Context: an optimization exercise on an open-source flow, tuned for small area. The choices shown serve that exercise and are no tape-out recipe.
Function was checked by simulation only, so behaviour that the tests miss may differ from the original.
Power is estimated from default activity; no workload was simulated.

<file path="design/flow/flow/run.sh">
#!/bin/bash
# Layout flow: the standard flow with
#  - synthesis through flow/synth.tcl (the standard flow's synthesis, final ABC mapping
#    from flow/abc_map.script); registers are mapped exactly as standard
#  - port buffers made from the smallest buffer cell
#  - clock tree from clkbuf_8 cells
set -euo pipefail
HERE=$(pwd)
export FLOW_ABC_SCRIPT=$HERE/flow/abc_map.script
export BUFFER_PORTS_ARGS="-buffer_cell sky130_fd_sc_hd__buf_1"
# a balanced clock tree of mid-size buffers, without dummy loads
export CTS_ARGS="-sink_clustering_enable -repair_clock_nets -buf_list sky130_fd_sc_hd__clkbuf_8 -dont_use_dummy_load"
# the make command line standard.sh uses, with our synthesis script
MK=$(grep -o 'make -C .*' standard.sh | head -1)
MK=${MK%\"\$\{@:-finish\}\"}
MK=$(echo "$MK" | sed "s|SYNTH_SCRIPT=[^ ]*|SYNTH_SCRIPT=$HERE/flow/synth.tcl|")
echo "$MK synth" > synth_cmd.txt
eval "$MK synth" > synth.log 2>&1
bash standard.sh > standard.log 2>&1
</file>
<file path="design/flow/flow/abc_map.script">
&get -n
&st
&dch -f
&nf -p -a -F 8 -A 8
&put
topo
stime -c
buffer -c
upsize -c
dnsize -c
</file>
<file path="design/flow/flow/synth.tcl">
# The standard flow's synthesis (synth_recipe.tcl), with ORFS's final ABC mapping
# replaced by the area-recovering script in abc_map.script
proc synth {args} { yosys synth -nofsm -noshare {*}$args }
proc abc {args} {
  set i [lsearch -exact $args -script]
  if { $i >= 0 } {
    lset args [expr {$i + 1}] $::env(FLOW_ABC_SCRIPT)
  }
  yosys abc {*}$args
}
source $::env(SCRIPTS_DIR)/synth.tcl
# left out here: clear keep_hierarchy, flatten, clean up, hide names made inside functions, write 1_2_yosys.v
</file>
<file path="design/flow/standard.sh">
#!/bin/bash
# synth_recipe.tcl (not shown) runs the flow's synth.tcl, then flattens the netlist and writes it again
# the make line also repeats each setting of config.mk as NAME=value (left out here)
make -C /OpenROAD-flow-scripts/flow DESIGN_CONFIG=/design/flow/config.mk WORK_HOME=/design/flow/orfs CLKGATE_MAP_FILE= SYNTH_SCRIPT=/design/flow/synth_recipe.tcl "${@:-finish}"
</file>
<file path="design/flow/config.mk">
export PLATFORM = sky130hd
export DESIGN_NAME = exu_top
export DESIGN_NICKNAME = exu_top
export VERILOG_FILES = /design/flow/design.v
export SDC_FILE = /design/flow/constraint.sdc
export NUM_CORES = 4
export LEC_CHECK = 0
export ABC_AREA = 1
export CAP_MARGIN = 10
export CORE_MARGIN = 2
export CORE_UTILIZATION = 35
export SETUP_SLACK_MARGIN = 0.1
export SLEW_MARGIN = 10
</file>
<file path="design/flow/constraint.sdc">
create_clock -name core_clock -period 7.5 [get_ports {clk}]
set_input_delay 1.5000 -clock core_clock [delete_from_list [all_inputs] [get_ports {clk}]]
set_output_delay 1.5000 -clock core_clock [all_outputs]
set_load 0.01 [all_outputs]
</file>
<file path="design/flow/design.v">
package exu_pkg;
   localparam int GHR_SIZE_DEF = 8;
   typedef logic [31:0] data_t;                  
   typedef logic [31:1] pc_t;                    
   typedef logic [12:1] brimm_t;                 
   typedef logic [7:0]  btb_index_t;             
   typedef logic [4:0]  btb_tag_t;               
   typedef enum logic [4:0] {
      OP_ADD  = 5'd0,
      OP_SUB  = 5'd1,
      OP_AND  = 5'd2,
      OP_OR   = 5'd3,
      OP_XOR  = 5'd4,
      OP_SLT  = 5'd5,
      OP_SLTU = 5'd6,
      OP_SLL  = 5'd7,
      OP_SRL  = 5'd8,
      OP_SRA  = 5'd9,
      OP_BEQ  = 5'd10,
      OP_BNE  = 5'd11,
      OP_BLT  = 5'd12,
      OP_BGE  = 5'd13,
      OP_BLTU = 5'd14,
      OP_BGEU = 5'd15,
      OP_JAL  = 5'd16
   } alu_op_e;
   typedef struct packed {
      logic    valid;                            
      alu_op_e op;
   } alu_pkt_t;
   typedef struct packed {
      logic       valid;                         
      logic       ataken;                        
      logic       misp;                          
      logic       way;                           
      logic [1:0] hist;                          
   } predict_pkt_t;
   typedef struct packed {
      logic x_result;                            
      logic r_result;                            
      logic load_result;                         
   } bypass_t;
endpackage
module exu_operand_sel (
   input  logic               i_jal,             
   input  exu_pkg::bypass_t   i_bypass1,         
   input  exu_pkg::bypass_t   i_bypass2,         
   input  exu_pkg::data_t     i_result_x,        
   input  exu_pkg::data_t     i_result_r,        
   input  exu_pkg::data_t     i_load_result,     
   input  exu_pkg::data_t     i_gpr_rs1,
   input  exu_pkg::data_t     i_gpr_rs2,
   input  logic               i_rs1_en,          
   input  logic               i_rs2_en,          
   input  logic               i_select_pc,       
   input  exu_pkg::data_t     i_immed,
   input  exu_pkg::pc_t       i_pc_d,
   output exu_pkg::data_t     o_rs1,
   output exu_pkg::data_t     o_rs2
);
   logic s1x, s1r, s1l, s1p, s1g, s2x, s2r, s2l, s2g, s2i;
   assign s1x = ~i_jal & i_bypass1.x_result;
   assign s1r = ~i_jal & i_bypass1.r_result;
   assign s1l = ~i_jal & i_bypass1.load_result;
   assign s1p = i_jal | (~|i_bypass1 & i_select_pc);
   assign s1g = ~i_jal & ~|i_bypass1 & ~i_select_pc & i_rs1_en;
   assign s2x = ~i_jal & i_bypass2.x_result;
   assign s2r = ~i_jal & i_bypass2.r_result;
   assign s2l = ~i_jal & i_bypass2.load_result;
   assign s2g = ~i_jal & ~|i_bypass2 & i_rs2_en;
   assign s2i = ~i_jal & ~|i_bypass2 & ~i_rs2_en;
   assign o_rs1 = ({32{s1x}} & i_result_x)    |
                  ({32{s1r}} & i_result_r)    |
                  ({32{s1l}} & i_load_result) |
                  ({32{s1p}} & {i_pc_d, 1'b0}) |
                  ({32{s1g}} & i_gpr_rs1);
   assign o_rs2 = ({32{s2x}} & i_result_x)    |
                  ({32{s2r}} & i_result_r)    |
                  ({32{s2l}} & i_load_result) |
                  ({32{s2g}} & i_gpr_rs2)     |
                  ({32{s2i}} & i_immed)       |
                  {29'd0, i_jal, 2'd0};
endmodule
module exu_alu (
   input  logic                   clk,
   input  logic                   i_rst,
   input  logic                   i_x_en,              
   input  exu_pkg::alu_pkt_t      i_ap,
   input  exu_pkg::data_t         i_rs1,
   input  exu_pkg::data_t         i_rs2,
   input  exu_pkg::pc_t           i_pc_d,
   input  exu_pkg::brimm_t        i_brimm,
   input  exu_pkg::predict_pkt_t  i_predict_d,
   input  logic                   i_flush_lower,       
   input  exu_pkg::pc_t           i_flush_path_lower,
   output exu_pkg::data_t         o_result_x,
   output exu_pkg::pc_t           o_pc_x,
   output exu_pkg::pc_t           o_pc2_x,             
   output exu_pkg::predict_pkt_t  o_predict_x,         
   output logic                   o_valid_x,
   output logic                   o_flush_upper_x,     
   output logic                   o_flush_final,
   output exu_pkg::pc_t           o_flush_path_final
);
   logic [4:0] op;
   logic is_jal, is_cond, is_br, inv;
   logic op_add, op_and, op_or, op_xor, op_slt, op_sltu, op_sll, op_srl, op_sra;
   assign op      = i_ap.op;
   assign is_jal  = op[4];
   assign is_cond = ~op[4] & op[3] & (op[2] | op[1]);
   assign is_br   = is_jal | is_cond;
   assign op_add  = (op[4:1] == 4'd0) | is_jal;          
   assign op_and  = (op == 5'd2);
   assign op_or   = (op == 5'd3);
   assign op_xor  = (op == 5'd4);
   assign op_slt  = (op == 5'd5);
   assign op_sltu = (op == 5'd6);
   assign op_sll  = (op == 5'd7);
   assign op_srl  = (op == 5'd8);
   assign op_sra  = (op == 5'd9);
   assign inv     = (op == 5'd1) | op_slt | op_sltu | is_cond;
   exu_pkg::data_t a, bb, p, g, sum;
   logic [32:0]    c;
   assign a  = i_rs1;
   assign bb = i_rs2 ^ {32{inv}};
   assign p  = a ^ bb;
   assign g  = a & bb;
   assign c[0] = inv;
   for (genvar j = 0; j < 32; j += 4) begin : g_carry
      logic gg, pp;
      assign gg = g[j+3] | (p[j+3] & g[j+2]) | (p[j+3] & p[j+2] & g[j+1]) |
                  (p[j+3] & p[j+2] & p[j+1] & g[j]);
      assign pp = &p[j+3:j];
      assign c[j+1] = g[j] | (p[j] & c[j]);
      assign c[j+2] = g[j+1] | (p[j+1] & g[j]) | (p[j+1] & p[j] & c[j]);
      assign c[j+3] = g[j+2] | (p[j+2] & g[j+1]) | (p[j+2] & p[j+1] & g[j]) |
                      (p[j+2] & p[j+1] & p[j] & c[j]);
      assign c[j+4] = gg | (pp & c[j]);
   end
   assign sum = p ^ c[31:0];
   logic ltu, lt, eq;
   assign ltu = ~c[32];
   assign lt  = p[31] ? ltu : a[31];
   assign eq  = &p;
   exu_pkg::data_t a_rev, sh_in, shr, shr_rev;
   logic           fill;
   for (genvar i = 0; i < 32; i++) begin : g_rev
      assign a_rev[i]   = a[31-i];
      assign shr_rev[i] = shr[31-i];
   end
   assign sh_in = op_sll ? a_rev : a;
   assign fill  = op_sra & a[31];
   assign shr   = $signed({fill, sh_in}) >>> i_rs2[4:0];
   exu_pkg::data_t result_x, result_d;
   logic           ld_add, ld_and, ld_or, ld_xor, ld_shr, ld_shl, ld_slt, ld_sltu;
   assign ld_add  = i_x_en & op_add;
   assign ld_and  = i_x_en & op_and;
   assign ld_or   = i_x_en & op_or;
   assign ld_xor  = i_x_en & op_xor;
   assign ld_shr  = i_x_en & (op_srl | op_sra);
   assign ld_shl  = i_x_en & op_sll;
   assign ld_slt  = i_x_en & op_slt;
   assign ld_sltu = i_x_en & op_sltu;
   always_comb begin
      result_d = ({32{~i_x_en}} & result_x)
               | ({32{ld_add}}  & sum)
               | ({32{ld_and}}  & g)
               | ({32{ld_or}}   & (p | g))
               | ({32{ld_xor}}  & p)
               | ({32{ld_shr}}  & shr)
               | ({32{ld_shl}}  & shr_rev);
      result_d[0] = result_d[0] | (ld_slt & lt) | (ld_sltu & ltu);
   end
   logic cond_met, t_br_d;
   always_comb begin
      case (op[2:1])
         2'b01:   cond_met = eq;
         2'b10:   cond_met = lt;
         default: cond_met = ltu;
      endcase
      cond_met = cond_met ^ op[0];
   end
   assign t_br_d = is_jal | (is_cond & cond_met);
   logic                   t_br_x;               
   logic                   is_br_x;              
   exu_pkg::brimm_t        brimm_x;
   exu_pkg::predict_pkt_t  pp_x;
   logic                   valid_x;
   always_ff @(posedge clk) begin
      if (i_rst) begin
         valid_x <= 1'b0;
      end else if (i_x_en) begin
         valid_x <= i_ap.valid & ~i_flush_lower;
      end else if (i_flush_lower) begin
         valid_x <= 1'b0;                        
      end
   end
   always_ff @(posedge clk) begin
      result_x <= result_d;
   end
   always_ff @(posedge clk) begin
      if (i_x_en) begin
         t_br_x   <= t_br_d;
         is_br_x  <= is_br;
         o_pc_x   <= i_pc_d;
         brimm_x  <= i_brimm;
         pp_x     <= i_predict_d;
      end
   end
   exu_pkg::pc_t pc2;
   logic [13:2]  ci;                 
   logic [31:14] q;                  
   logic [31:13] z;                  
   logic [3:0]   cib;
   logic [5:0]   qb, zb;
   assign cib[0] = 1'b1;
   for (genvar j = 0; j < 3; j++) begin : g_cib
      assign cib[j+1] = cib[j] & (&o_pc_x[5+4*j:2+4*j]);
   end
   for (genvar k = 2; k <= 13; k++) begin : g_ci
      localparam int B = 2 + 4*((k-2)/4);
      if (k == B) begin : g_s
         assign ci[k] = cib[(k-2)/4];
      end else begin : g_m
         assign ci[k] = cib[(k-2)/4] & (&o_pc_x[k-1:B]);
      end
   end
   assign qb[0] = 1'b1;
   assign zb[0] = 1'b1;
   for (genvar j = 0; j < 5; j++) begin : g_qb
      assign qb[j+1] = qb[j] & (&o_pc_x[17+4*j < 31 ? 17+4*j : 30 : 14+4*j]);
      assign zb[j+1] = zb[j] & ~(|o_pc_x[16+4*j < 31 ? 16+4*j : 30 : 13+4*j]);
   end
   for (genvar k = 14; k <= 31; k++) begin : g_q
      localparam int B = 14 + 4*((k-14)/4);
      if (k == B) begin : g_s
         assign q[k] = qb[(k-14)/4];
      end else begin : g_m
         assign q[k] = qb[(k-14)/4] & (&o_pc_x[k-1:B]);
      end
   end
   for (genvar k = 13; k <= 31; k++) begin : g_z
      localparam int B = 13 + 4*((k-13)/4);
      if (k == B) begin : g_s
         assign z[k] = zb[(k-13)/4];
      end else begin : g_m
         assign z[k] = zb[(k-13)/4] & ~(|o_pc_x[k-1:B]);
      end
   end
   logic [31:13] inc2, tflip;        
   assign inc2 = {{18{ci[13] & o_pc_x[13]}} & q, ci[13]};
   logic [12:1]  addend, tp, tg, fpu_lo;
   logic [13:1]  tc;
   logic         taken_x, up, dn;
   assign taken_x = valid_x & t_br_x;
   assign addend = taken_x ? brimm_x : 12'd2;
   assign tp = o_pc_x[12:1] ^ addend;
   assign tg = o_pc_x[12:1] & addend;
   assign tc[1] = 1'b0;
   for (genvar k = 1; k < 13; k += 2) begin : g_tlo
      assign tc[k+1] = tg[k] | (tp[k] & tc[k]);
      assign tc[k+2] = tg[k+1] | (tp[k+1] & tg[k]) | (tp[k+1] & tp[k] & tc[k]);
   end
   assign fpu_lo = tp ^ tc[12:1];
   assign up = tc[13] & ~addend[12];
   assign dn = ~tc[13] & addend[12];
   assign tflip = ({19{up}} & {{18{o_pc_x[13]}} & q, 1'b1}) | ({19{dn}} & z);
   assign pc2 = {o_pc_x[31:13] ^ inc2, o_pc_x[12:2] ^ ci[12:2], o_pc_x[1]};
   assign o_pc2_x = pc2;
   assign o_result_x = result_x;
   logic actual_taken, misp;
   assign actual_taken = taken_x;
   assign misp         = valid_x & is_br_x & (pp_x.valid ? (pp_x.ataken ^ t_br_x) : t_br_x);
   exu_pkg::pc_t fpu;
   assign fpu = {o_pc_x[31:13] ^ tflip, fpu_lo};
   always_comb begin
      o_predict_x        = pp_x;
      o_predict_x.valid  = valid_x & (pp_x.valid | is_br_x);
      o_predict_x.ataken = actual_taken;
      o_predict_x.misp   = misp;
   end
   assign o_valid_x          = valid_x;
   assign o_flush_upper_x    = misp;
   assign o_flush_final      = i_flush_lower | misp;
   assign o_flush_path_final = i_flush_lower ? i_flush_path_lower : fpu;
endmodule
module exu_ghr #(
   parameter int GHR_SIZE = exu_pkg::GHR_SIZE_DEF
) (
   input  logic                   clk,
   input  logic                   i_rst,
   input  logic                   i_x_en,
   input  logic                   i_r_en,
   input  exu_pkg::predict_pkt_t  i_predict_d,      
   input  exu_pkg::predict_pkt_t  i_predict_x,      
   input  logic                   i_valid_x,
   input  logic                   i_flush_final,
   output logic [GHR_SIZE-1:0]    o_ghr_d,
   output logic [GHR_SIZE-1:0]    o_ghr_x
);
   logic [GHR_SIZE-1:0] ghr_d_ns;
   logic [GHR_SIZE-1:0] ghr_x_ns;
   logic                shift_d;
   logic                shift_x;
   assign shift_d = i_x_en & i_predict_d.valid;               
   assign shift_x = i_r_en & i_valid_x & i_predict_x.valid;   
   assign ghr_x_ns = shift_x ? {o_ghr_x[GHR_SIZE-2:0], i_predict_x.ataken} : o_ghr_x;
   always_comb begin
      if (i_flush_final) begin
         ghr_d_ns = ghr_x_ns;                    
      end else if (shift_d) begin
         ghr_d_ns = {o_ghr_d[GHR_SIZE-2:0], i_predict_d.ataken};
      end else begin
         ghr_d_ns = o_ghr_d;
      end
   end
   always_ff @(posedge clk) begin
      if (i_rst) begin
         o_ghr_d <= '0;
         o_ghr_x <= '0;
      end else begin
         o_ghr_d <= ghr_d_ns;
         o_ghr_x <= ghr_x_ns;
      end
   end
endmodule
module exu_branch_pipe #(
   parameter int GHR_SIZE = exu_pkg::GHR_SIZE_DEF
) (
   input  logic                   clk,
   input  logic                   i_rst,
   input  logic                   i_x_en,
   input  logic                   i_r_en,
   input  exu_pkg::btb_index_t    i_index_d,
   input  exu_pkg::btb_tag_t      i_btag_d,
   input  exu_pkg::predict_pkt_t  i_predict_x,         
   input  logic                   i_valid_x,
   input  logic                   i_flush_upper_x,
   input  logic [GHR_SIZE-1:0]    i_ghr_x,
   input  exu_pkg::pc_t           i_pc2_x,             
   input  exu_pkg::pc_t           i_flush_path_final,
   output exu_pkg::predict_pkt_t  o_mp_pkt,
   output exu_pkg::btb_index_t    o_mp_index,
   output exu_pkg::btb_tag_t      o_mp_btag,
   output logic [GHR_SIZE-1:0]    o_mp_fghr,
   output logic                   o_br_valid_r,
   output logic                   o_br_mp_r,
   output logic                   o_br_way_r,
   output logic [1:0]             o_br_hist_r,
   output exu_pkg::btb_index_t    o_br_index_r,
   output exu_pkg::pc_t           o_npc_r
);
   exu_pkg::btb_index_t    index_x;
   exu_pkg::btb_tag_t      btag_x;
   exu_pkg::predict_pkt_t  pp_r;
   exu_pkg::pc_t           npc_x;
   always_ff @(posedge clk) begin
      if (i_x_en) begin
         index_x <= i_index_d;
         btag_x  <= i_btag_d;
      end
   end
   logic ld_f, ld_s;
   assign ld_f = i_r_en & i_flush_upper_x;
   assign ld_s = i_r_en & ~i_flush_upper_x;
   assign npc_x = ({31{~i_r_en}} & o_npc_r)            |
                  ({31{ld_f}}    & i_flush_path_final) |
                  ({31{ld_s}}    & i_pc2_x);
   always_ff @(posedge clk) begin
      o_npc_r <= npc_x;
   end
   always_ff @(posedge clk) begin
      if (i_rst) begin
         o_br_valid_r <= 1'b0;
      end else if (i_r_en) begin
         o_br_valid_r <= i_valid_x & i_predict_x.valid;
      end
   end
   always_ff @(posedge clk) begin
      if (i_r_en) begin
         pp_r         <= i_predict_x;
         o_br_index_r <= index_x;
      end
   end
   assign o_br_mp_r   = o_br_valid_r & pp_r.misp;
   assign o_br_way_r  = pp_r.way;
   assign o_br_hist_r = {2{o_br_valid_r}} & pp_r.hist;
   assign o_mp_pkt   = {6{i_flush_upper_x}} & i_predict_x;
   assign o_mp_index = {8{i_flush_upper_x}} & index_x;
   assign o_mp_btag  = {5{i_flush_upper_x}} & btag_x;
   assign o_mp_fghr  = {GHR_SIZE{i_flush_upper_x}} & i_ghr_x;
endmodule
module exu_top #(
   parameter int GHR_SIZE = exu_pkg::GHR_SIZE_DEF
) (
   input  logic                   clk,
   input  logic                   i_rst,
   input  logic                   i_x_en,              
   input  logic                   i_r_en,              
   input  exu_pkg::alu_pkt_t      i_ap,
   input  exu_pkg::bypass_t       i_bypass1,
   input  exu_pkg::bypass_t       i_bypass2,
   input  exu_pkg::data_t         i_result_r,
   input  exu_pkg::data_t         i_load_result,
   input  exu_pkg::data_t         i_gpr_rs1,
   input  exu_pkg::data_t         i_gpr_rs2,
   input  logic                   i_rs1_en,
   input  logic                   i_rs2_en,
   input  logic                   i_select_pc,
   input  exu_pkg::data_t         i_immed,
   input  exu_pkg::pc_t           i_pc_d,
   input  exu_pkg::brimm_t        i_brimm,
   input  exu_pkg::predict_pkt_t  i_predict_d,
   input  exu_pkg::btb_index_t    i_index_d,
   input  exu_pkg::btb_tag_t      i_btag_d,
   input  logic                   i_flush_lower,
   input  exu_pkg::pc_t           i_flush_path_lower,
   output exu_pkg::data_t         o_result_x,
   output exu_pkg::pc_t           o_pc_x,
   output logic                   o_flush_final,
   output exu_pkg::pc_t           o_flush_path_final,
   output logic [GHR_SIZE-1:0]    o_ghr_d,             
   output exu_pkg::predict_pkt_t  o_mp_pkt,
   output exu_pkg::btb_index_t    o_mp_index,
   output exu_pkg::btb_tag_t      o_mp_btag,
   output logic [GHR_SIZE-1:0]    o_mp_fghr,
   output logic                   o_br_valid_r,
   output logic                   o_br_mp_r,
   output logic                   o_br_way_r,
   output logic [1:0]             o_br_hist_r,
   output exu_pkg::btb_index_t    o_br_index_r,
   output exu_pkg::pc_t           o_npc_r
);
   exu_pkg::data_t         rs1_d;
   exu_pkg::data_t         rs2_d;
   exu_pkg::predict_pkt_t  predict_x;
   logic                   valid_x;
   logic                   flush_upper_x;
   logic [GHR_SIZE-1:0]    ghr_x;
   exu_pkg::pc_t           pc2_x;
   exu_operand_sel u_operand_sel (
      .i_jal         (i_ap.op[4]),        
      .i_bypass1     (i_bypass1),
      .i_bypass2     (i_bypass2),
      .i_result_x    (o_result_x),
      .i_result_r    (i_result_r),
      .i_load_result (i_load_result),
      .i_gpr_rs1     (i_gpr_rs1),
      .i_gpr_rs2     (i_gpr_rs2),
      .i_rs1_en      (i_rs1_en),
      .i_rs2_en      (i_rs2_en),
      .i_select_pc   (i_select_pc),
      .i_immed       (i_immed),
      .i_pc_d        (i_pc_d),
      .o_rs1         (rs1_d),
      .o_rs2         (rs2_d)
   );
   exu_alu u_alu (
      .clk                (clk),
      .i_rst              (i_rst),
      .i_x_en             (i_x_en),
      .i_ap               (i_ap),
      .i_rs1              (rs1_d),
      .i_rs2              (rs2_d),
      .i_pc_d             (i_pc_d),
      .i_brimm            (i_brimm),
      .i_predict_d        (i_predict_d),
      .i_flush_lower      (i_flush_lower),
      .i_flush_path_lower (i_flush_path_lower),
      .o_result_x         (o_result_x),
      .o_pc_x             (o_pc_x),
      .o_pc2_x            (pc2_x),
      .o_predict_x        (predict_x),
      .o_valid_x          (valid_x),
      .o_flush_upper_x    (flush_upper_x),
      .o_flush_final      (o_flush_final),
      .o_flush_path_final (o_flush_path_final)
   );
   exu_ghr #(
      .GHR_SIZE (GHR_SIZE)
   ) u_ghr (
      .clk           (clk),
      .i_rst         (i_rst),
      .i_x_en        (i_x_en),
      .i_r_en        (i_r_en),
      .i_predict_d   (i_predict_d),
      .i_predict_x   (predict_x),
      .i_valid_x     (valid_x),
      .i_flush_final (o_flush_final),
      .o_ghr_d       (o_ghr_d),
      .o_ghr_x       (ghr_x)
   );
   exu_branch_pipe #(
      .GHR_SIZE (GHR_SIZE)
   ) u_branch_pipe (
      .clk                (clk),
      .i_rst              (i_rst),
      .i_x_en             (i_x_en),
      .i_r_en             (i_r_en),
      .i_index_d          (i_index_d),
      .i_btag_d           (i_btag_d),
      .i_predict_x        (predict_x),
      .i_valid_x          (valid_x),
      .i_flush_upper_x    (flush_upper_x),
      .i_ghr_x            (ghr_x),
      .i_flush_path_final (o_flush_path_final),
      .i_pc2_x            (pc2_x),
      .o_mp_pkt           (o_mp_pkt),
      .o_mp_index         (o_mp_index),
      .o_mp_btag          (o_mp_btag),
      .o_mp_fghr          (o_mp_fghr),
      .o_br_valid_r       (o_br_valid_r),
      .o_br_mp_r          (o_br_mp_r),
      .o_br_way_r         (o_br_way_r),
      .o_br_hist_r        (o_br_hist_r),
      .o_br_index_r       (o_br_index_r),
      .o_npc_r            (o_npc_r)
   );
endmodule
</file>
==> notes.md, run 1 <==
fmax=~140 MHz; register share of total power=between 30% and 40%; Critical R2R Launch=u_alu.t_br_x; Post-Syn Nets=2,063; Chip Height=slightly above 200 µm; max-cap viol count=0; crit path launch type=flip-flop; RSZ-0062 raised after global routing=false; hold_buf cts=0; synthesized area=approximately 14,000 µm²; synth cell count leaders=244 x nand2_1, 155 x o21ai_0, 141 x a21oi_1; WL/cell=roughly 25 µm; top-area cell type share of the netlist area=approximately 17%; setup TNS=0 ps; Synth Instances=1,691; area grow syn2layout=20.0%; hold depth=0; Yosys warnings=3; Worst path slowest cell=edfxtp_1; Clk pwr share=between 10 and 15%; drt initial violations=1,865; post-synthesis sequential area ratio=approximately 28%; NetSw=0.00167 W; count leader, synth=nand2_1; VDD IR-drop max=roughly 0.12 mV; Final Cycle Share=between 90 and 100%; CTS Buf Count=17; Worst Min Path Start=u_branch_pipe.index_x[7]; final hold violation count=0; CTS tree=built; Post-synth EDFFs=between 70 and 80; Crit path arrival time=approximately 5600 ps; worst slew pin tran=about 1100 ps; Post-synth ARST share=0%; Vias=15,537; Primary FF master, synth=dfxtp_1; Final Max Slew Viols=0; H-Tree Depth=4; GP Congestion=0.969; Clk pin slew, worst setup/hold paths=between 100 and 150 ps; Leak=roughly 6.4 nW; drt total wl=between 60,000 and 70,000 µm; Die Area=between 40,000 and 50,000 µm²; Port-buffer cells=approximately 450; clk_skew=between 30 and 40 ps; Tot Pwr=roughly 0.0036 W; Data required, critical path=about 6000 ps; critical path type=reg2out; total gr overflow=0; share of post-route cells with drive strength above 1=approximately 7.3%; Initial Utilization=between 30% and 40%; R2R depth=27; row cnt=72; CTS Root Cell=clkbuf_8; All-Layer GR Usage=a little under a third; DP Wirelength=~52,000 µm; min cycle time layout=between 7000 and 8000 ps; number of synthesized register bits=156; final hold slack=between 400 and 500 ps; synth unique cells=just over 60; core area=38,600 µm²; Max-slew headroom=26.4%; post-route ant nets=0; Avg Inst Size Synth=a little over 8 µm²; final-stage net count=between 2,000 and 2,500; status=timing/DRC/antenna clean; residual DRC count=0; post-DR vias/cell=5.95; Final setup viols=0; clock latency on the worst-skew pair=510 ps; crit end category=output port; # clock sinks=between 150 and 200; largest area contributor in the netlist=edfxtp_1; Max Fanout on Critical Path=7; largest net degree at the start of global routing=73; IO Count=roughly 450; initial antenna violation count=8; worst flop-to-flop path endpoint=u_branch_pipe.o_npc_r[31]; P_int=approximately 0.002 W; Pre-antenna DRT Iters=12; largest cells by area after synthesis=edfxtp_1 17%, dfxtp_1 12%, ha_1 7.9%, nand2_1 6.7%, o21ai_0 5.7%; worst hold path type=reg2reg; flop2flop setup slack=2020 ps; CTS max path bufs=2; Min-Delay Endpoint=u_branch_pipe.o_br_index_r[7]; Pwr per Cell Area=between 200 and 250 nW/µm²; Die W=201 µm; Net Sw Frac=a little under half; vias in the first global route=14,391; first-pass GRT wire length=around 94,000 µm; Comb pwr share=approximately half; Critical Path Max Stage Delay=480 ps
[worst max path at each step]
stage,from,end,slack (ps),cells after the start
6_report,u_alu.t_br_x,o_flush_path_final[31],360,26
5_1_grt,u_alu.t_br_x,o_flush_path_final[31],70,27
4_1_cts,u_alu.t_br_x,o_flush_path_final[31],100,26
3_5_place_dp,u_alu.t_br_x,o_flush_path_final[30],30,26
3_3_place_gp,u_alu.t_br_x,o_flush_path_final[30],100,26
2_1_floorplan,u_alu.t_br_x,o_flush_path_final[30],340,28
[through the flow]
stage	setup WS, ps	instances	util, %	area (µm²)
2_1_floorplan	338	1691	-	13600
3_3_place_gp	101	2579	41.4	16000
3_5_place_dp	31.5	2579	41.4	16000
4_1_cts	103	2598	42.1	16200
5_1_grt	66.5	2609	42.5	16400
6_report	364	2611	42.5	16400
[cell type report]
cell class / count / area, µm²
clock buffer: 17 / 234
tap: 518 / 648
sequential: 156 / 3870
inverter: 102 / 383
multi-input combinational: 1304 / 9060
timing repair buffer: 509 / 2170
antenna: 5 / 12.5
fill: 4106 / 22200
[per-layer routing]
layer | routed length [µm] | up-vias | global-route usage (%)
li1 | - | 7055 | -
met1 | 26200 | 7474 | 39.7
met2 | 31400 | 892 | 52.7
met3 | 5680 | 110 | 4.70
met4 | 2000 | 6 | 9.74
met5 | 44 | - | 0
[sequential cells by signal, indices dropped and copies added, names as in the netlist]
| name | count |
|---|---|
| u_branch_pipe.index_x | 8 |
| u_ghr.o_ghr_x | 8 |
| u_branch_pipe.o_br_valid_r | 1 |
| u_branch_pipe.pp_r | 4 |
| u_branch_pipe.o_br_index_r | 8 |
| u_alu.brimm_x | 12 |
| u_alu.is_br_x | 1 |
| u_alu.valid_x | 1 |
| u_alu.o_pc_x | 31 |
| u_alu.pp_x | 5 |
| u_alu.result_x | 32 |
| u_branch_pipe.btag_x | 5 |
| u_branch_pipe.o_npc_r | 31 |
| u_ghr.o_ghr_d | 8 |
| u_alu.t_br_x | 1 |
[cells by family after synthesis]
logic type                 count (synthesis)  synth area share [%]
AOI/OAI and AO/OA                        574                  28.6
and+or+nand+nor                          473                  15.7
buffers and inverters                    231                  6.48
DFF                                      156                  28.4
adders and majority gates                 99                  9.79
xor gates and xnor gates                  88                  5.65
muxes                                     70                  5.35
[power by group through the flow]
| stage | clock network (W) | registers [W] | logic (W) |
|---|---|---|---|
| 3_5_place_dp | 0 | 0.00126 | 0.00181 |
| 4_1_cts | 0.000515 | 0.00124 | 0.00182 |
| 2_1_floorplan | 0 | 0.00120 | 0.00115 |
| 5_1_grt | 0.000541 | 0.00126 | 0.00201 |
| 6_report | 0.000507 | 0.00126 | 0.00185 |
| 3_3_place_gp | 0 | 0.00126 | 0.00179 |
[cells in the final DEF, fill, tap and decap left out, types with 24 or more instances in the layout]
master | netlist | routed
a22o_1 | 25 | 25
mux2_2 | 24 | 24
dfxtp_1 | 81 | 80
o21ai_0 | 155 | 152
buf_1 | 15 | 441
ha_1 | 86 | 85
inv_1 | 99 | 99
nand2_1 | 244 | 242
nand3_1 | 29 | 29
a21oi_1 | 141 | 140
buf_4 | 1 | 63
a221oi_1 | 38 | 37
a22oi_1 | 56 | 56
edfxtp_1 | 75 | 75
mux2i_1 | 46 | 46
nor2_1 | 71 | 70
and2_1 | 34 | 33
a222oi_1 | 55 | 55
xnor2_1 | 57 | 57
xor2_1 | 31 | 31
a221o_1 | 24 | 24
[worst max-delay path, delay by kind of cell, from the launching register on]
family	cells	cell delay (ps)
and+or+nand+nor	13	2570
AOI/OAI and AO/OA	7	1140
DFF	1	480
buffers and inverters	3	390
adders and majority gates	2	370
xor gates and xnor gates	1	170
[timing repair]
| action | CTS | global route |
|---|---|---|
| buffers inserted | 2 | 8 |
| pin swaps | 1 | 5 |
| setup endpoints to repair | 6 | 5 |
| resized for setup | 11 | 16 |
==> inputs of run 2 (changes only) <==
--- a/design/flow/design.v
+++ b/design/flow/design.v
@@ -119,21 +119,22 @@
    assign op_srl  = (op == 5'd8);
    assign op_sra  = (op == 5'd9);
    assign inv     = (op == 5'd1) | op_slt | op_sltu | is_cond;
-   exu_pkg::data_t a, bb, p, g, sum;
+   exu_pkg::data_t a, bb, p, g, gc, sum;
    logic [32:0]    c;
    assign a  = i_rs1;
    assign bb = i_rs2 ^ {32{inv}};
    assign p  = a ^ bb;
    assign g  = a & bb;
+   assign gc = g & {32{~(op_and | op_or | op_xor)}};
    assign c[0] = inv;
    for (genvar j = 0; j < 32; j += 4) begin : g_carry
       logic gg, pp;
-      assign gg = g[j+3] | (p[j+3] & g[j+2]) | (p[j+3] & p[j+2] & g[j+1]) |
-                  (p[j+3] & p[j+2] & p[j+1] & g[j]);
+      assign gg = gc[j+3] | (p[j+3] & gc[j+2]) | (p[j+3] & p[j+2] & gc[j+1]) |
+                  (p[j+3] & p[j+2] & p[j+1] & gc[j]);
       assign pp = &p[j+3:j];
-      assign c[j+1] = g[j] | (p[j] & c[j]);
-      assign c[j+2] = g[j+1] | (p[j+1] & g[j]) | (p[j+1] & p[j] & c[j]);
-      assign c[j+3] = g[j+2] | (p[j+2] & g[j+1]) | (p[j+2] & p[j+1] & g[j]) |
+      assign c[j+1] = gc[j] | (p[j] & c[j]);
+      assign c[j+2] = gc[j+1] | (p[j+1] & gc[j]) | (p[j+1] & p[j] & c[j]);
+      assign c[j+3] = gc[j+2] | (p[j+2] & gc[j+1]) | (p[j+2] & p[j+1] & gc[j]) |
                       (p[j+2] & p[j+1] & p[j] & c[j]);
       assign c[j+4] = gg | (pp & c[j]);
    end
@@ -152,21 +153,17 @@
    assign fill  = op_sra & a[31];
    assign shr   = $signed({fill, sh_in}) >>> i_rs2[4:0];
    exu_pkg::data_t result_x, result_d;
-   logic           ld_add, ld_and, ld_or, ld_xor, ld_shr, ld_shl, ld_slt, ld_sltu;
-   assign ld_add  = i_x_en & op_add;
-   assign ld_and  = i_x_en & op_and;
-   assign ld_or   = i_x_en & op_or;
-   assign ld_xor  = i_x_en & op_xor;
+   logic           ld_sum, ld_g, ld_shr, ld_shl, ld_slt, ld_sltu;
+   assign ld_sum  = i_x_en & (op_add | op_or | op_xor);
+   assign ld_g    = i_x_en & (op_and | op_or);
    assign ld_shr  = i_x_en & (op_srl | op_sra);
    assign ld_shl  = i_x_en & op_sll;
    assign ld_slt  = i_x_en & op_slt;
    assign ld_sltu = i_x_en & op_sltu;
    always_comb begin
       result_d = ({32{~i_x_en}} & result_x)
-               | ({32{ld_add}}  & sum)
-               | ({32{ld_and}}  & g)
-               | ({32{ld_or}}   & (p | g))
-               | ({32{ld_xor}}  & p)
+               | ({32{ld_sum}}  & sum)
+               | ({32{ld_g}}    & g)
                | ({32{ld_shr}}  & shr)
                | ({32{ld_shl}}  & shr_rev);
       result_d[0] = result_d[0] | (ld_slt & lt) | (ld_sltu & ltu);
@@ -181,8 +178,12 @@
       cond_met = cond_met ^ op[0];
    end
    assign t_br_d = is_jal | (is_cond & cond_met);
+   logic mp_d, pvb_d;
+   assign mp_d  = is_br & (i_predict_d.valid ? (i_predict_d.ataken ^ t_br_d) : t_br_d);
+   assign pvb_d = i_predict_d.valid | is_br;
    logic                   t_br_x;               
-   logic                   is_br_x;              
+   logic                   mp_x;                 
+   logic                   pvb_x;                
    exu_pkg::brimm_t        brimm_x;
    exu_pkg::predict_pkt_t  pp_x;
    logic                   valid_x;
@@ -201,7 +202,8 @@
    always_ff @(posedge clk) begin
       if (i_x_en) begin
          t_br_x   <= t_br_d;
-         is_br_x  <= is_br;
+         mp_x     <= mp_d;
+         pvb_x    <= pvb_d;
          o_pc_x   <= i_pc_d;
          brimm_x  <= i_brimm;
          pp_x     <= i_predict_d;
@@ -270,12 +272,12 @@
    assign o_result_x = result_x;
    logic actual_taken, misp;
    assign actual_taken = taken_x;
-   assign misp         = valid_x & is_br_x & (pp_x.valid ? (pp_x.ataken ^ t_br_x) : t_br_x);
+   assign misp         = valid_x & mp_x;
    exu_pkg::pc_t fpu;
    assign fpu = {o_pc_x[31:13] ^ tflip, fpu_lo};
    always_comb begin
       o_predict_x        = pp_x;
-      o_predict_x.valid  = valid_x & (pp_x.valid | is_br_x);
+      o_predict_x.valid  = valid_x & pvb_x;
       o_predict_x.ataken = actual_taken;
       o_predict_x.misp   = misp;
    end
==> design/flow/flow/abc_map.script (replaced) <==
&get -n
&st
&dch -f
&nf -p -a -F 8 -A 8
&put
strash
&get -n
&st
&dch -f
&nf -p -a -F 8 -A 8
&put
strash
&get -n
&st
&dch -f
&nf -p -a -F 8 -A 8
&put
topo
stime -c
buffer -c
upsize -c
dnsize -c
--- a/design/flow/config.mk
+++ b/design/flow/config.mk
@@ -8,6 +8,6 @@
 export ABC_AREA = 1
 export CAP_MARGIN = 10
 export CORE_MARGIN = 2
-export CORE_UTILIZATION = 35
+export CORE_UTILIZATION = 42
 export SETUP_SLACK_MARGIN = 0.1
 export SLEW_MARGIN = 10
==> run 2 against run 1 <==
Non-clock buffer count is 1 higher. Global-route usage is 8.2 points higher. Via count is 6.2% lower. Sequential power hardly changed. Cell count is 11% lower. Register-to-register slack worse by 280 ps. Critical path depth is 1 higher. First-iteration DRC count is 21% higher. Final area is 7.3% lower. Routed wire length is 3.6% lower. Total power is 2.3% lower. Die area is 23% lower. Critical endpoint unchanged. Largest cell class unchanged.
==> notes.md, run 2 <==
final hold violation count=0 (unchanged); clk_skew=37.8 ps (was 38.0 ps); worst flop-to-flop path endpoint=u_alu.mp_x (was u_branch_pipe.o_npc_r[31]); Clk pin slew, worst setup/hold paths=110 ps (about the same); Final Max Slew Viols=0 (unchanged); GP Congestion=1.03 (was 0.969); largest reg by FF count=u_alu.result_x (unchanged); number of synthesized register bits=155 (was 156); crit path launch type=flip-flop (unchanged); CTS tree=built (unchanged); R2R depth=20 (was 27); CP Depth=27 (was 26); RSZ-0062 raised after global routing=false (unchanged); IO Count=447 (unchanged); Tot Pwr=0.00353 W (was 0.00362 W); fmax=142 MHz (was 140 MHz); Worst Setup SP=u_alu.t_br_x (unchanged); Crit path arrival time=5530 ps (was 5640 ps); post-DR vias/cell=6.30 (was 5.95); Chip Height=177 µm (was 201 µm); Synth Instances=1,511 (was 1,691); Post-synth ARST share=0% (unchanged); Pwr per Cell Area=233 nW/µm² (was 221 nW/µm²); post-synthesis sequential area ratio=30.6% (was 28.4%); Post-DP Area=14,800 µm² (was 16,000 µm²); most frequent cells in the layout=442 x buf_1, 198 x nand2_1, 120 x o21ai_0, 109 x a21oi_1, 94 x nor2_1 (was 441 x buf_1, 242 x nand2_1, 152 x o21ai_0, 140 x a21oi_1, 99 x inv_1); Critical R2R Launch=u_alu.result_x[1] (was u_alu.t_br_x); Critical Path Max Stage Delay=470 ps (was 480 ps); worst slew pin tran=1150 ps (was 1100 ps); CTS Root Cell=clkbuf_8 (unchanged); Largest register FFs=32 (unchanged); residual DRC count=0 (unchanged); DP Wirelength=50,100 µm (was 52,000 µm); Final Cycle Share=93.7% (was 95.2%); status=timing/DRC/antenna clean (unchanged); drt total wl=63,000 µm (was 65,300 µm); synthesized area=12,500 µm² (was 13,600 µm²); largest area contributor in the netlist=edfxtp_1 (unchanged); Vias=14,581 (was 15,537); Yosys warnings=3 (unchanged); Pre-antenna DRT Iters=10 (was 12); Initial Utilization=42.5% (was 35.4%); critical path type=reg2out (unchanged); Worst Min Path Start=u_alu.pp_x[1] (was u_branch_pipe.index_x[7]); total gr overflow=0 (unchanged); Die Area=31,300 µm² (was 40,600 µm²); Max-slew headroom=23.1% (was 26.4%); All-Layer GR Usage=39.0% (was 30.8%); CTS Buf Count=17 (unchanged); Port-buffer cells=445 (unchanged); drt initial violations=2,258 (was 1,865); CTS max path bufs=2 (unchanged); VDD IR-drop max=0.164 mV (was 0.121 mV); commonest non-fill, non-tap cell in the layout=buf_1 (unchanged); core area=29,600 µm² (was 38,600 µm²); Post-Syn Nets=1,852 (was 2,063); max-cap viol count=0 (unchanged); # clock sinks=155 (was 156); area grow syn2layout=21.0% (was 20.0%); largest registers=u_alu.result_x: 32 flops, u_alu.o_pc_x: 31 flops, u_branch_pipe.o_npc_r: 31 flops (unchanged); Avg Inst Size Synth=8.30 µm² (was 8.07 µm²); initial antenna violation count=10 (was 8); row cnt=63 (was 72); buffers plus inverters on the worst setup path=3 (unchanged); flop2flop setup slack=1740 ps (was 2020 ps); Leak=6.08 nW (was 6.42 nW); clock latency on the worst-skew pair=490 ps (was 510 ps); H-Tree Depth=4 (unchanged); largest net degree at the start of global routing=71 (was 73); synth unique cells=61 (was 62); top-area cell type share of the netlist area=17.7% (was 16.5%); first-pass GRT wire length=89,300 µm (was 93,800 µm); Primary FF master, synth=dfxtp_1 (unchanged); vias in the first global route=13,468 (was 14,391); Die W=177 µm (was 201 µm); synth cell count leaders=198 x nand2_1, 124 x o21ai_0, 109 x a21oi_1 (was 244 x nand2_1, 155 x o21ai_0, 141 x a21oi_1); Final setup viols=0 (unchanged); Critical Path Sink=o_flush_path_final[31] (unchanged); design area=15,200 µm² (was 16,400 µm²); min cycle time layout=7030 ps (was 7140 ps); count leader, synth=nand2_1 (unchanged); Post-synth EDFFs=74 (was 75); largest cells by area after synthesis=edfxtp_1 18%, dfxtp_1 13%, ha_1 6.2%, a222oi_1 6.1%, nand2_1 5.9% (was edfxtp_1 17%, dfxtp_1 12%, ha_1 7.9%, nand2_1 6.7%, o21ai_0 5.7%); worst hold path type=reg2reg (unchanged); crit end category=output port (unchanged); final-stage net count=2,264 (was 2,462); post-route ant nets=0 (unchanged); Data required, critical path=6000 ps (about the same); Max Fanout on Critical Path=5 (was 7); WL/cell=27.2 µm (was 25.0 µm); Worst path slowest cell=edfxtp_1 (unchanged); share of post-route cells with drive strength above 1=6.72% (was 7.33%); crit-path leading delay family=simple AND/OR/NAND/NOR gates (unchanged); # fillers=3,028 (was 4,106)
[run 2: cell count changes in the layout (fill, tap and decap cells not counted), sizes merged, moves of 22 or more]
cell | previous run | this run
inv | 99 | 38
nand2 | 244 | 198
a21oi | 142 | 109
o21ai | 157 | 125
a221oi | 38 | 8
and3 | 12 | 42
a22oi | 56 | 83
mux2i | 46 | 71
nor2 | 71 | 96
ha | 86 | 62
and2 | 34 | 12
[run 2: metrics by stage]
stage | worst slack [ps] | hold slack, ps | setup TNS (ps) | util (%) | instances
4_1_cts | 119 | 427 | 0 | 51.1 | 2308
3_3_place_gp | 192 | 422 | 0 | 50.2 | 2289
5_1_grt | 103 | 447 | 0 | 51.3 | 2314
3_5_place_dp | -8.23 | 426 | -8.23 | 50.2 | 2289
2_1_floorplan | 427 | 418 | 0 | - | 1511
6_report | 469 | 430 | 0 | 51.4 | 2316
[run 2: power breakdown]
| group | internal, W | switching, W | total, W | leakage (nW) |
|---|---|---|---|---|
| logic | 0.000670 | 0.00108 | 0.00175 | 4.56 |
| registers | 0.00103 | 0.000249 | 0.00128 | 1.40 |
| clock network | 0.000200 | 0.000305 | 0.000505 | 0.122 |
[run 2: layer usage]
metal	GRT usage (%)	part of all wire, %	vias to the layer above
met4	16.4	4.4	10
met2	62.4	46	934
met1	51.2	39	6919
li1	-	-	6566
met5	0	0.11	-
met3	8.03	10	152
[run 2: cell families (layout without fill, tap and decap cells)]
family          count (synthesis)  count (layout)  share of synthesized area, %
compound gates                520             520                          28.7
simple gates                  444             444                          16.1
buf+inv                       157             567                          4.78
flops                         155             155                          30.6
mux                            85              85                          6.92
xor+xnor                       82              82                          5.72
fa+ha+maj                      68              68                          7.14
other cells                     0               5                             0
[run 2: final cells by class]
type | count | area (µm²) | share of cell area [%]
diodes | 5 | 12.5 | 0.0824
clock buffers | 17 | 234 | 1.54
inverters | 40 | 150 | 0.989
multi-input cells | 1199 | 8250 | 54.3
flip-flops and latches | 155 | 3840 | 25.3
well taps | 390 | 488 | 3.21
repair buffers | 510 | 2200 | 14.5
[run 2: worst min-delay path by stage]
stage	end	slack, ps	cells after the start
6_report	u_branch_pipe.pp_r[1]	430	0
5_1_grt	u_branch_pipe.pp_r[1]	450	0
4_1_cts	u_branch_pipe.pp_r[1]	430	0
3_5_place_dp	u_branch_pipe.pp_r[1]	430	0
3_3_place_gp	u_branch_pipe.o_br_index_r[0]	420	0
2_1_floorplan	u_branch_pipe.o_br_index_r[0]	420	0
[run 2: repair_timing]
action | 4_1_cts | 5_1_grt
pin swaps | 1 | 4
setup buffers | 2 | 3
resized for setup | 9 | 11
hold endpoints to repair | 0 | 0
hold buffers | 0 | 0
endpoints found under the setup margin | 7 | 6
[run 2: worst register-to-register path, stage by stage (launching register included)]
cell and delay (ps):
dfxtp_1 450, a222oi_1 450, nand2_1 90, a21oi_1 300
inv_1 80, ha_1 340, a21oi_1 200, o21ai_0 120
a2bb2oi_2 260, o22ai_1 220, a41o_1 330, a22o_1 300
a22o_1 300, a22o_1 290, a221o_1 360, a32oi_1 310
mux2_2 220, a21oi_1 90, o21a_1 250, a2111oi_0 410
nor3b_1 100
==> inputs of run 3 (changes only) <==
--- a/design/flow/config.mk
+++ b/design/flow/config.mk
@@ -8,6 +8,6 @@
 export ABC_AREA = 1
 export CAP_MARGIN = 10
 export CORE_MARGIN = 2
-export CORE_UTILIZATION = 42
+export CORE_UTILIZATION = 35
 export SETUP_SLACK_MARGIN = 0.1
 export SLEW_MARGIN = 10
==> run 3 against run 2 <==
Still clean. Clock power about the same. Worst hold slack better by 0.84 ps. Clock skew up 4.0 ps. Synthesized cell count unchanged. Critical endpoint unchanged. Routed wire length down 1.3%.
==> notes.md, run 3 <==
share of post-route cells with drive strength above 1=6.81% (was 6.72%); buffers plus inverters on the worst setup path=3 (unchanged); met1 usage=40.0% (was 51.2%); Leak=6.08 nW (about the same); residual DRC count=0 (unchanged); post-DR vias/cell=6.04 (was 6.30); drt total wl=62,200 µm (was 63,000 µm); largest area contributor in the netlist=edfxtp_1 (unchanged); Top Usage Layer GRT=met2 (unchanged); synth unique cells=61 (unchanged); Post-synth EDFFs=74 (unchanged); flop2flop setup slack=1970 ps (was 1740 ps); WL/cell=26.0 µm (was 27.2 µm); # clock sinks=155 (unchanged); Final Cycle Share=94.1% (was 93.7%); Pre-antenna DRT Iters=11 (was 10); All-Layer GR Usage=31.6% (was 39.0%); initial antenna violation count=9 (was 10); Final setup viols=0 (unchanged); largest reg by FF count=u_alu.result_x (unchanged); CTS Root Cell=clkbuf_8 (unchanged); crit path launch type=flip-flop (unchanged); Data required, critical path=6000 ps (about the same); commonest non-fill, non-tap cell in the layout=buf_1 (unchanged); RSZ-0062 raised after global routing=false (unchanged); fmax=142 MHz (about the same); setup TNS=0 ps (unchanged); Clk pin slew, worst setup/hold paths=90 ps (was 110 ps); number of synthesized register bits=155 (unchanged); clock latency on the worst-skew pair=500 ps (was 490 ps); Finished Layout Cells=2,391 (was 2,316); Max-slew headroom=27.1% (was 23.1%); dpl cells=2,362 (was 2,289); total gr overflow=0 (unchanged); Tot Pwr=0.00350 W (was 0.00353 W); first-pass GRT wire length=88,500 µm (was 89,300 µm); worst slew pin tran=1090 ps (was 1150 ps); Max Fanout on Critical Path=5 (unchanged); Die Area=37,400 µm² (was 31,300 µm²); drt initial violations=2,127 (was 2,258); # fillers=3,747 (was 3,028); core area=35,400 µm² (was 29,600 µm²); grt met2 use=53.1% (was 62.4%); multi-input logic area=8240 µm² (was 8250 µm²); Critical Path Max Stage Delay=450 ps (was 470 ps); hold_buf cts=0 (unchanged); largest registers=u_alu.result_x: 32 flops, u_alu.o_pc_x: 31 flops, u_branch_pipe.o_npc_r: 31 flops (unchanged); Port-buffer cells=445 (unchanged); Vias=14,440 (was 14,581); final hold violation count=0 (unchanged); Post-Syn Nets=1,852 (unchanged); post-route ant nets=0 (unchanged); final hold slack=431 ps (was 430 ps); Sequential Area=3840 µm² (about the same); critical path type=reg2out (unchanged); row cnt=69 (was 63); area grow syn2layout=21.5% (was 21.0%); synth cell count leaders=198 x nand2_1, 124 x o21ai_0, 109 x a21oi_1 (unchanged); final-stage net count=2,266 (was 2,264); largest cells by area after synthesis=edfxtp_1 18%, dfxtp_1 13%, ha_1 6.2%, a222oi_1 6.1%, nand2_1 5.9% (unchanged); post-synthesis sequential area ratio=30.6% (unchanged); Post-synth ARST share=0% (unchanged); status=timing/DRC/antenna clean (unchanged); Largest register FFs=32 (unchanged); CTS Buf Count=17 (unchanged); CTS max path bufs=2 (unchanged); count leader, synth=nand2_1 (unchanged); Crit path arrival time=5560 ps (was 5530 ps); clk_skew=41.8 ps (was 37.8 ps); IO Count=447 (unchanged); met3 GRT Util=6.22% (was 8.03%); Die W=193 µm (was 177 µm); GP Congestion=1.02 (was 1.03); H-Tree Depth=4 (unchanged); crit end category=output port (unchanged); Yosys warnings=3 (unchanged); min cycle time layout=7060 ps (was 7030 ps); DP Wirelength=50,400 µm (was 50,100 µm); max-cap viol count=0 (unchanged); Pwr per Cell Area=230 nW/µm² (was 233 nW/µm²); most frequent cells in the layout=441 x buf_1, 198 x nand2_1, 120 x o21ai_0, 109 x a21oi_1, 94 x nor2_1 (was 442 x buf_1, 198 x nand2_1, 120 x o21ai_0, 109 x a21oi_1, 94 x nor2_1); Initial Utilization=35.5% (was 42.5%); CTS tree=built (unchanged); Synth Instances=1,511 (unchanged); vias in the first global route=13,249 (was 13,468); largest net degree at the start of global routing=62 (was 71); Worst path slowest cell=edfxtp_1 (unchanged); top-area cell type share of the netlist area=17.7% (unchanged); synthesized area=12,500 µm² (unchanged); Final Max Slew Viols=0 (unchanged); crit-path leading delay family=simple AND/OR/NAND/NOR gates (unchanged); worst hold path type=reg2reg (unchanged); Chip Height=193 µm (was 177 µm); VDD IR-drop max=0.116 mV (was 0.164 mV); Avg Inst Size Synth=8.30 µm² (unchanged); Primary FF master, synth=dfxtp_1 (unchanged); fin util=43.1% (was 51.4%)
## run 3: cell count changes in the layout (fill, tap and decap cells not counted), moves of 2 or more
cell      before  now
buf_4         62   67
clkbuf_2       1    3
buf_12         3    0
diode_2        5    7
## run 3: worst paths after layout
check | from | end | depth (start not counted)
max | u_alu.t_br_x | o_flush_path_final[31] | 28
min | u_branch_pipe.index_x[5] | u_branch_pipe.o_br_index_r[5] | 0
max reg2reg | u_alu.result_x[1] | u_alu.mp_x | 20
min reg2reg | u_branch_pipe.index_x[5] | u_branch_pipe.o_br_index_r[5] | 0
## run 3: cells by family (layout without fill, tap and decap cells)
family	after synthesis	count (layout)	share of synthesized area, %
AO/OA/AOI/OAI	520	520	28.7
XOR/XNOR	82	82	5.72
adder cells (fa/ha/maj)	68	68	7.14
buffers and inverters	157	569	4.78
flip-flops	155	155	30.6
multiplexers	85	85	6.92
other	0	7	0
AND/OR/NAND/NOR	444	444	16.1
## run 3: final cells by class
type	count	area share, %
Inverter	40	0.985
Clock buffer	17	1.53
Timing Repair Buffer	512	14.3
Antenna cell	7	0.115
Sequential cell	155	25.2
Tap cell	461	3.78
Multi-Input combinational cell	1199	54.1
## run 3: timing repair
item,CTS,global route
pin swaps,2,5
resized for setup,8,13
setup endpoints to repair,7,6
buffers inserted,2,3
## run 3: where the power goes
part | internal [W] | leakage (nW) | switching, W
combinational | 0.000670 | 4.56 | 0.00106
clock | 0.000200 | 0.122 | 0.000303
sequential | 0.00103 | 1.40 | 0.000240
## run 3: layer usage
metal | routed length, µm | share of wire [%]
met2 | 29700 | 48
met4 | 2310 | 3.7
met5 | 41 | 0.066
met3 | 5430 | 8.7
met1 | 24700 | 40
## run 3: through the flow
| step | setup WS (ps) | instance area [µm²] |
|---|---|---|
| floorplan | 427 | 12500 |
| global placement | 53.6 | 14900 |
| detailed placement | -78.8 | 14900 |
| CTS | 109 | 15200 |
| global route | 49.3 | 15200 |
| finish | 440 | 15200 |
## run 3: worst reg2reg max path: stages, from the launching register on
cell and delay [ps]:
dfxtp_1 410, a222oi_1 340, nand2_1 90, a21oi_1 260
inv_1 80, ha_1 340, a21oi_1 200, o21ai_0 120
a2bb2oi_2 240, o22ai_1 230, a41o_1 340, a22o_1 300
a22o_1 290, a22o_1 300, a221o_1 370, a32oi_1 290
mux2_2 220, a21oi_1 80, o21a_1 250, a2111oi_0 390
nor3b_1 100
==> inputs of run 4 (changes only) <==
--- a/design/flow/config.mk
+++ b/design/flow/config.mk
@@ -9,5 +9,5 @@
 export CAP_MARGIN = 10
 export CORE_MARGIN = 2
 export CORE_UTILIZATION = 35
-export SETUP_SLACK_MARGIN = 0.1
+export SETUP_SLACK_MARGIN = 0.0
 export SLEW_MARGIN = 10
==> run 4 against run 3 <==
Non-clock buffer count down 1. Total power about the same. Fmax down 1.2%. Routed wire length down 0.18%. Sequential power about the same.
==> notes.md, run 4 <==
status=timing/DRC/antenna clean (unchanged); post-route ant nets=0 (unchanged); simple-gate share of the synthesized area=16.1% (unchanged); Chip Height=193 µm (unchanged); Final Cycle Share=95.3% (was 94.1%); number of synthesized register bits=155 (unchanged); Post-DP Area=14,900 µm² (unchanged); Post-Synth Adder-Cell Area=7.14% (unchanged); VDD IR-drop max=0.116 mV (about the same); row cnt=69 (unchanged); Synth Area in Compound Gates=28.7% (unchanged); largest family of logic cells by synthesized area=compound AO/OA/AOI/OAI gates (unchanged); Min-Delay Endpoint=u_branch_pipe.o_br_index_r[5] (unchanged); residual DRC count=0 (unchanged); worst hold path type=reg2reg (unchanged); Final Max Slew Viols=0 (unchanged); area grow syn2layout=21.3% (was 21.5%); Avg Inst Size Synth=8.30 µm² (unchanged); CTS Buf Count=17 (unchanged); Clk pin slew, worst setup/hold paths=90 ps (about the same); largest reg by FF count=u_alu.result_x (unchanged); max-cap viol count=0 (unchanged); Worst path slowest cell=edfxtp_1 (unchanged); Synth Instances=1,511 (unchanged); Die W=193 µm (unchanged); min cycle time layout=7150 ps (was 7060 ps); first-pass GRT wire length=88,500 µm (unchanged); Final WS setup=351 ps (was 440 ps); mux cell area share after synthesis=6.92% (unchanged); largest registers=u_alu.result_x: 32 flops, u_alu.o_pc_x: 31 flops, u_branch_pipe.o_npc_r: 31 flops (unchanged); Post-synth EDFFs=74 (unchanged); Primary FF master, synth=dfxtp_1 (unchanged); post-DR vias/cell=6.01 (was 6.04); synthesized area=12,500 µm² (unchanged); Port-buffer cells=445 (unchanged); design area=15,200 µm² (about the same); CTS Root Cell=clkbuf_8 (unchanged); XOR/XNOR Fraction of Synth Area=5.72% (unchanged); R2R depth=20 (unchanged); count leader, synth=nand2_1 (unchanged); fin util=43.0% (was 43.1%); worst slew pin tran=1070 ps (was 1090 ps); Post-Syn Nets=1,852 (unchanged); clk_skew=46.9 ps (was 41.8 ps); drt initial violations=2,096 (was 2,127); final hold violation count=0 (unchanged); Data required, critical path=6000 ps (about the same); synth unique cells=61 (unchanged); All-Layer GR Usage=31.6% (unchanged); share of post-route cells with drive strength above 1=6.61% (was 6.81%); clock latency on the worst-skew pair=500 ps (about the same); Max-slew headroom=28.9% (was 27.1%); post-synthesis sequential area ratio=30.6% (unchanged); Initial Utilization=35.5% (unchanged); Critical Path Max Stage Delay=450 ps (about the same); Sequential Area=3840 µm² (unchanged); Final setup viols=0 (unchanged); synth cell count leaders=198 x nand2_1, 124 x o21ai_0, 109 x a21oi_1 (unchanged); CTS max path bufs=2 (unchanged); flop2flop setup slack=1970 ps (about the same); Leak=6.07 nW (was 6.08 nW); # fillers=3,750 (was 3,747); core area=35,400 µm² (unchanged); WL/cell=26.0 µm (about the same); hold_buf cts=0 (unchanged); commonest non-fill, non-tap cell in the layout=buf_1 (unchanged); # clock sinks=155 (unchanged); hold depth=0 (unchanged); Critical R2R Launch=u_alu.result_x[1] (unchanged); worst flop-to-flop path endpoint=u_alu.mp_x (unchanged); Worst Min Path Start=u_branch_pipe.index_x[5] (unchanged); pre-CTS WS=-78.8 ps (unchanged); CTS tree=built (unchanged); H-Tree Depth=4 (unchanged); Vias=14,355 (was 14,440); dpl cells=2,362 (unchanged); GP Congestion=1.02 (unchanged); Tot Pwr=0.00350 W (about the same); largest cells by area after synthesis=edfxtp_1 18%, dfxtp_1 13%, ha_1 6.2%, a222oi_1 6.1%, nand2_1 5.9% (unchanged); crit path launch type=flip-flop (unchanged); largest net degree at the start of global routing=62 (unchanged); Largest register FFs=32 (unchanged); DP Wirelength=50,400 µm (unchanged); initial antenna violation count=9 (unchanged); top-area cell type share of the netlist area=17.7% (unchanged); Pwr per Cell Area=230 nW/µm² (about the same); Yosys warnings=3 (unchanged); Max Fanout on Critical Path=5 (unchanged); vias in the first global route=13,249 (unchanged); Crit path arrival time=5650 ps (was 5560 ps); Die Area=37,400 µm² (unchanged); most frequent cells in the layout=441 x buf_1, 198 x nand2_1, 121 x o21ai_0, 109 x a21oi_1, 94 x nor2_1 (was 441 x buf_1, 198 x nand2_1, 120 x o21ai_0, 109 x a21oi_1, 94 x nor2_1); total gr overflow=0 (unchanged); Post-synth ARST share=0% (unchanged); Finished Layout Cells=2,390 (was 2,391); IO Count=447 (unchanged); multi-input logic area=8230 µm² (was 8240 µm²); largest area contributor in the netlist=edfxtp_1 (unchanged); fmax=140 MHz (was 142 MHz); drt total wl=62,100 µm (was 62,200 µm); Pre-antenna DRT Iters=9 (was 11); final-stage net count=2,265 (was 2,266); crit end category=output port (unchanged); critical path type=reg2out (unchanged)
run 4: cell counts after synthesis:
No cell type changed its count.
run 4: power by group:
group	switching [W]	total (W)	internal [W]
clock network	0.000303	0.000503	0.000200
logic	0.00106	0.00173	0.000671
registers	0.000238	0.00127	0.00103
run 4: logic make-up (layout without fill, tap and decap cells):
| kind of cell | after synthesis | after routing |
|---|---|---|
| adders and majority gates | 68 | 68 |
| DFF | 155 | 155 |
| other | 0 | 7 |
| muxes | 85 | 85 |
| and+or+nand+nor | 444 | 444 |
| AOI/OAI and AO/OA | 520 | 520 |
| buffers and inverters | 157 | 568 |
| xor gates and xnor gates | 82 | 82 |
run 4: worst max-delay path, delay by kind of cell, from the launching register on:
family          cells  cell delay [ps]
compound gates      7             1270
xor+xnor            1              160
fa+ha+maj           2              440
buf+inv             3              280
flops               1              450
simple gates       15             2580
run 4: stage by stage:
stage | hold WS (ps) | setup TNS (ps)
2_1_floorplan | 418 | 0
3_3_place_gp | 422 | 0
3_5_place_dp | 424 | -78.8
4_1_cts | 431 | 0
5_1_grt | 445 | -54.6
6_report | 432 | 0
run 4: worst max path at each step:
stage                             from                     end  slack [ps]  cells past startpoint
after floorplan           u_alu.t_br_x  o_flush_path_final[31]         430                     28
after global placement    u_alu.t_br_x  o_flush_path_final[31]          50                     28
after detailed placement  u_alu.t_br_x  o_flush_path_final[31]         -80                     28
after CTS                 u_alu.t_br_x  o_flush_path_final[31]          20                     28
after global routing      u_alu.t_br_x  o_flush_path_final[31]         -40                     28
final                     u_alu.t_br_x  o_flush_path_final[31]         350                     28
run 4: area by class of cell:
cell class                 instances  area share [%]
tap                              461            3.79
timing repair buffer             511            14.3
multi-input combinational       1199            54.1
antenna                            7           0.115
sequential                       155            25.2
inverter                          40           0.986
clock buffer                      17            1.54
run 4: metal layers:
metal / wire [µm] / track usage, % / up-vias
li1: - / - / 6583
met1: 24700 / 40.0 / 6890
met2: 29500 / 53.1 / 754
met3: 5460 / 6.22 / 122
met4: 2410 / 11.8 / 6
met5: 41 / 0 / -
run 4: what timing repair did:
action                                  4_1_cts  5_1_grt
gates resized for setup                       8        9
gates cloned                                  0        0
buffers inserted                              1        3
endpoints found under the setup margin        6        6
pin swaps                                     1        3

port drivers added, routing unchanged:
Ports are ideal in the flow. The routed layouts listed here were re-timed in OpenROAD. Step 1: set_driving_cell puts a clkbuf_16 on clk and a buf_2 on each other input, an assumption about the parent block. Step 2 moves the port delays by t, midway between the first and last clock arrival at a register: inputs arrive t later, outputs are due t later. That takes back most of the time a late clock gives input paths. Three values: no drivers, after step 1, after step 2; two values: the first two.
run	t (ns)	setup WS [ns]	worst setup path after step 2	cell pins on the clock port's net
run 1	0.536	0.364 / 0.317 / 0.116	input to register	1
run 2	0.514	0.469 / 0.421 / -0.060	input to register	1
run 3	0.527	0.440 / 0.389 / 0.099	input to register	1
run 4	0.528	0.351 / 0.301 / 0.172	input to register	1
With both steps, setup timing fails in run 2, where it was met with ideal ports. For run 2, which loses most, drivers alone change the setup slack by -0.048 ns; drivers and shift together by -0.529 ns.
